This is an optimization exercise on Yosys and OpenROAD, whose aim is small area, a short achievable clock period and few clock cycles, not a production implementation.
In this exercise RTL edits were held to simulation tests only and were not proved equivalent to the original.
Power and IR drop assume default switching activity.

## fft_stage_top
module fft_stage_top
(
	input logic clk,
	input logic reset,
	input logic start,
	input fft_pkg::level_t level,
	input logic load_en,
	input fft_pkg::addr_t load_addr,
	input fft_pkg::sample_t load_real,
	input fft_pkg::sample_t load_imag,
	input fft_pkg::addr_t rd_addr,
	output logic busy,
	output logic done,
	output fft_pkg::sample_t rd_real,
	output fft_pkg::sample_t rd_imag
);
	logic rs_run, rs_start, rs_valid, rs_last, rs_bypass, rs_swap;
	logic [2:0] rs_ri0, rs_ri1;
	fft_pkg::pair_t rs_k;
	logic [1:0] rs_start_sel;
	logic [31:0] rd0, rd1, x0_start, xs_start;
	logic bf_we, bf_last;
	logic [2:0] bf_wi0, bf_wi1;
	logic [31:0] bf_wd0, bf_wd1;
	logic we0, we1;
	logic [2:0] wi0, wi1;
	logic [31:0] wd0, wd1;
	logic load_par;
	pair_sequencer u_seq
	(
		.clk(clk), .reset(reset), .start(start), .level(level), .wr_last(bf_last),
		.busy(busy), .done(done), .rs_run(rs_run), .rs_start(rs_start), .rs_valid(rs_valid),
  ...
For scale: roughly 4,700 cells after synthesis, about 960 flip-flops, ~80 I/O pins, about 54,000 µm² of cells after synthesis.
make LEC_CHECK=0 CAP_MARGIN=20 CORE_MARGIN=2 CORE_UTILIZATION=60 CTS_BUF_LIST=sky130_fd_sc_hd__clkbuf_8 CTS_CLUSTER_SIZE=20 SETUP_SLACK_MARGIN=5 SLEW_MARGIN=20 TNS_END_PERCENT=5 finish   # period 8.5 ns
run.sh (not shown) runs the stock make flow with config.mk's settings and CLKGATE_MAP_FILE= SYNTH_SCRIPT=/design/flow/synth_recipe.tcl, a recipe that flattens the netlist after the stock synthesis.
The baseline passed the timing, DRC and antenna checks.
Testbench counts at the start, summed over its fixed seeds: cycles 10,888.
Edit:
CORE_UTILIZATION = 50   (was 60)
TNS_END_PERCENT = 20   (was 5)
What happened: Wire length came out lower by 1.8%. Core utilization went down by 11 points. Die area climbs by 20%.

---

fft_stage_top again, from the RTL that the note above started with.
// fft_stage_top
module fft_stage_top
(
	input logic clk,
	input logic reset,
	input logic start,
	input fft_pkg::level_t level,
	input logic load_en,
	input fft_pkg::addr_t load_addr,
	input fft_pkg::sample_t load_real,
	input fft_pkg::sample_t load_imag,
	input fft_pkg::addr_t rd_addr,
	output logic busy,
	output logic done,
	output fft_pkg::sample_t rd_real,
	output fft_pkg::sample_t rd_imag
);
	logic rs_run, rs_start, rs_valid, rs_last, rs_bypass, rs_swap;
	logic [2:0] rs_ri0, rs_ri1;
	fft_pkg::pair_t rs_k;
	logic [1:0] rs_start_sel;
	logic [31:0] rd0, rd1, x0_start, xs_start;
	logic bf_we, bf_last;
	logic [2:0] bf_wi0, bf_wi1;
	logic [31:0] bf_wd0, bf_wd1;
	logic we0, we1;
	logic [2:0] wi0, wi1;
	logic [31:0] wd0, wd1;
	logic load_par;
	pair_sequencer u_seq
	(
		.clk(clk), .reset(reset), .start(start), .level(level), .wr_last(bf_last),
		.busy(busy), .done(done), .rs_run(rs_run), .rs_start(rs_start), .rs_valid(rs_valid),
		.rs_last(rs_last), .rs_bypass(rs_bypass), .rs_ri0(rs_ri0), .rs_ri1(rs_ri1),
		.rs_swap(rs_swap), .rs_k(rs_k), .rs_start_sel(rs_start_sel)
	);
  ...
Settings: LEC_CHECK=0, ABC_AREA=1, CAP_MARGIN=20, CORE_MARGIN=2, CORE_UTILIZATION=65, CTS_BUF_LIST=sky130_fd_sc_hd__clkbuf_8, CTS_CLUSTER_SIZE=20, SETUP_SLACK_MARGIN=5, SLEW_MARGIN=20, TNS_END_PERCENT=5; clock period 8.5 ns.
Testbench counts at the start, summed over its fixed seeds: cycles 10,888.
Next try:
==> flow/config.mk (replaced) <==
export PLATFORM = sky130hd
export DESIGN_NAME = fft_stage_top
export DESIGN_NICKNAME = fft_stage_top
export VERILOG_FILES = /design/flow/design.v
export SDC_FILE = /design/flow/constraint.sdc
export NUM_CORES = 4
export LEC_CHECK = 0
export CAP_MARGIN = 20
export CORE_MARGIN = 2
export CORE_UTILIZATION = 50
export SETUP_SLACK_MARGIN = 5
export SLEW_MARGIN = 20
export TNS_END_PERCENT = 20
Worst setup slack gains 130 ps.
Power drops by 4.1%.
Maximum frequency climbs by 3.5%.
Count of clock-buffer cells in the layout drops by 50.
Sequential share of layout area drops by 1.3 points.
Clock skew drops by 5.8 ps.
Next try:
--- a/flow/config.mk
+++ b/flow/config.mk
@@ -8,6 +8,8 @@
 export CAP_MARGIN = 20
 export CORE_MARGIN = 2
-export CORE_UTILIZATION = 50
+export CORE_UTILIZATION = 55
+export CTS_BUF_LIST = sky130_fd_sc_hd__clkbuf_8
+export CTS_CLUSTER_SIZE = 20
 export SETUP_SLACK_MARGIN = 5
 export SLEW_MARGIN = 20
-export TNS_END_PERCENT = 20
+export TNS_END_PERCENT = 5
After rerunning: Synthesized cell count does not change; global-route usage is higher by 3.5 points; routed wire length is lower by 1.3%; setup slack gains 17 ps; sequential cell count stays the same; critical path depth is unchanged; first-iteration DRC count is higher by 1.1%; count of clock-buffer cells in the layout is higher by 65; area after synthesis stays the same.
Next try:
--- a/flow/config.mk
+++ b/flow/config.mk
@@ -8,5 +8,5 @@
 export CAP_MARGIN = 20
 export CORE_MARGIN = 2
-export CORE_UTILIZATION = 55
+export CORE_UTILIZATION = 65
 export CTS_BUF_LIST = sky130_fd_sc_hd__clkbuf_8
 export CTS_CLUSTER_SIZE = 20
=>
- The new run passed the timing, DRC and antenna checks
- cell area fell by about 1.5%
- total power is lower by about 1.7%
- flip-flop and latch count does not change
- sequential share of layout area came out higher by 0.57 points
- final cell count went down by 3.4%
- routed wire length came out lower by about 1.7%
Next try:
--- a/flow/config.mk
+++ b/flow/config.mk
@@ -10,6 +10,6 @@
 export CORE_UTILIZATION = 65
 export CTS_BUF_LIST = sky130_fd_sc_hd__clkbuf_8
-export CTS_CLUSTER_SIZE = 20
-export SETUP_SLACK_MARGIN = 5
+export CTS_CLUSTER_SIZE = 30
+export SETUP_SLACK_MARGIN = 4.9
 export SLEW_MARGIN = 20
 export TNS_END_PERCENT = 5
Effect:
- utilization came out lower by 0.72 points
- synthesized cell count stays the same
- setup slack loses 46 ps
- hold slack improved by 16 ps
- sequential share of layout area went up by 0.37 points
- combinational power goes down by about 4%
- sequential cell count is unchanged
- cell area fell by 0.97%
- routed wire length shrinks by about 2.7%
- area after synthesis is unchanged
- non-clock buffer count goes down by 46
Next try:
--- a/flow/config.mk
+++ b/flow/config.mk
@@ -8,8 +8,7 @@
 export CAP_MARGIN = 20
 export CORE_MARGIN = 2
-export CORE_UTILIZATION = 65
+export CORE_UTILIZATION = 50
 export CTS_BUF_LIST = sky130_fd_sc_hd__clkbuf_8
-export CTS_CLUSTER_SIZE = 30
-export SETUP_SLACK_MARGIN = 4.9
+export CTS_CLUSTER_SIZE = 20
+export SETUP_SLACK_MARGIN = 5
 export SLEW_MARGIN = 20
-export TNS_END_PERCENT = 5
Count of clock-buffer cells in the layout went up by 3.
Power went up by 6.0%.
Synthesized cell count stays the same.
Global-route usage went down by 8.4 points.
Sequential cell count stays the same.

==> re-timing with driven ports <==
No port has a modelled driver above. Below, the same layouts with a new extraction and two added sets of constraints.
Step 1 (the two cells are an assumption about what drives the block):
set clk [get_ports {clk}]
set_driving_cell -lib_cell sky130_fd_sc_hd__clkbuf_16 $clk
set_driving_cell -lib_cell sky130_fd_sc_hd__buf_2 [delete_from_list [all_inputs] $clk]
Step 2 also shifts input and output timing later by t, the mid clock arrival at the registers, as if the neighbouring blocks saw the same clock.
Three values: ideal, step 1, step 2; two values: the first two.
run | t, ns | slack for setup (ns) | hold slack, ns | worst setup path at the end | pins driven straight from the clock port
the first run of note 1 | 0.964 | 4.858 / 4.858 / 3.979 | 0.314 / 0.314 / 0.314 | input to register | 1
the second run of note 1 | 0.932 | 4.676 / 4.676 / 3.839 | 0.302 / 0.302 / 0.302 | input to register | 1
the first run of note 2 | 0.923 | 4.673 / 4.673 / 3.902 | 0.304 / 0.304 / 0.304 | input to register | 1
the second run of note 2 | 0.772 | 4.802 / 4.802 / 4.177 | 0.321 / 0.321 / 0.321 | input to register | 1
the third run of note 2 | 0.942 | 4.819 / 4.819 / 3.969 | 0.315 / 0.315 / 0.315 | input to register | 1
the fourth run of note 2 | 0.934 | 4.753 / 4.707 / 3.937 | 0.282 / 0.282 / 0.282 | input to register | 1
the fifth run of note 2 | 0.901 | 4.707 / 4.707 / 3.919 | 0.297 / 0.297 / 0.297 | input to register | 1
the sixth run of note 2 | 0.910 | 4.795 / 4.795 / 4.087 | 0.317 / 0.317 / 0.317 | input to register | 1
After both steps setup and hold are still met in every run listed. For the first run of note 1, which loses most, drivers alone change the setup slack by 0.000 ns; drivers and shift together by -0.879 ns.
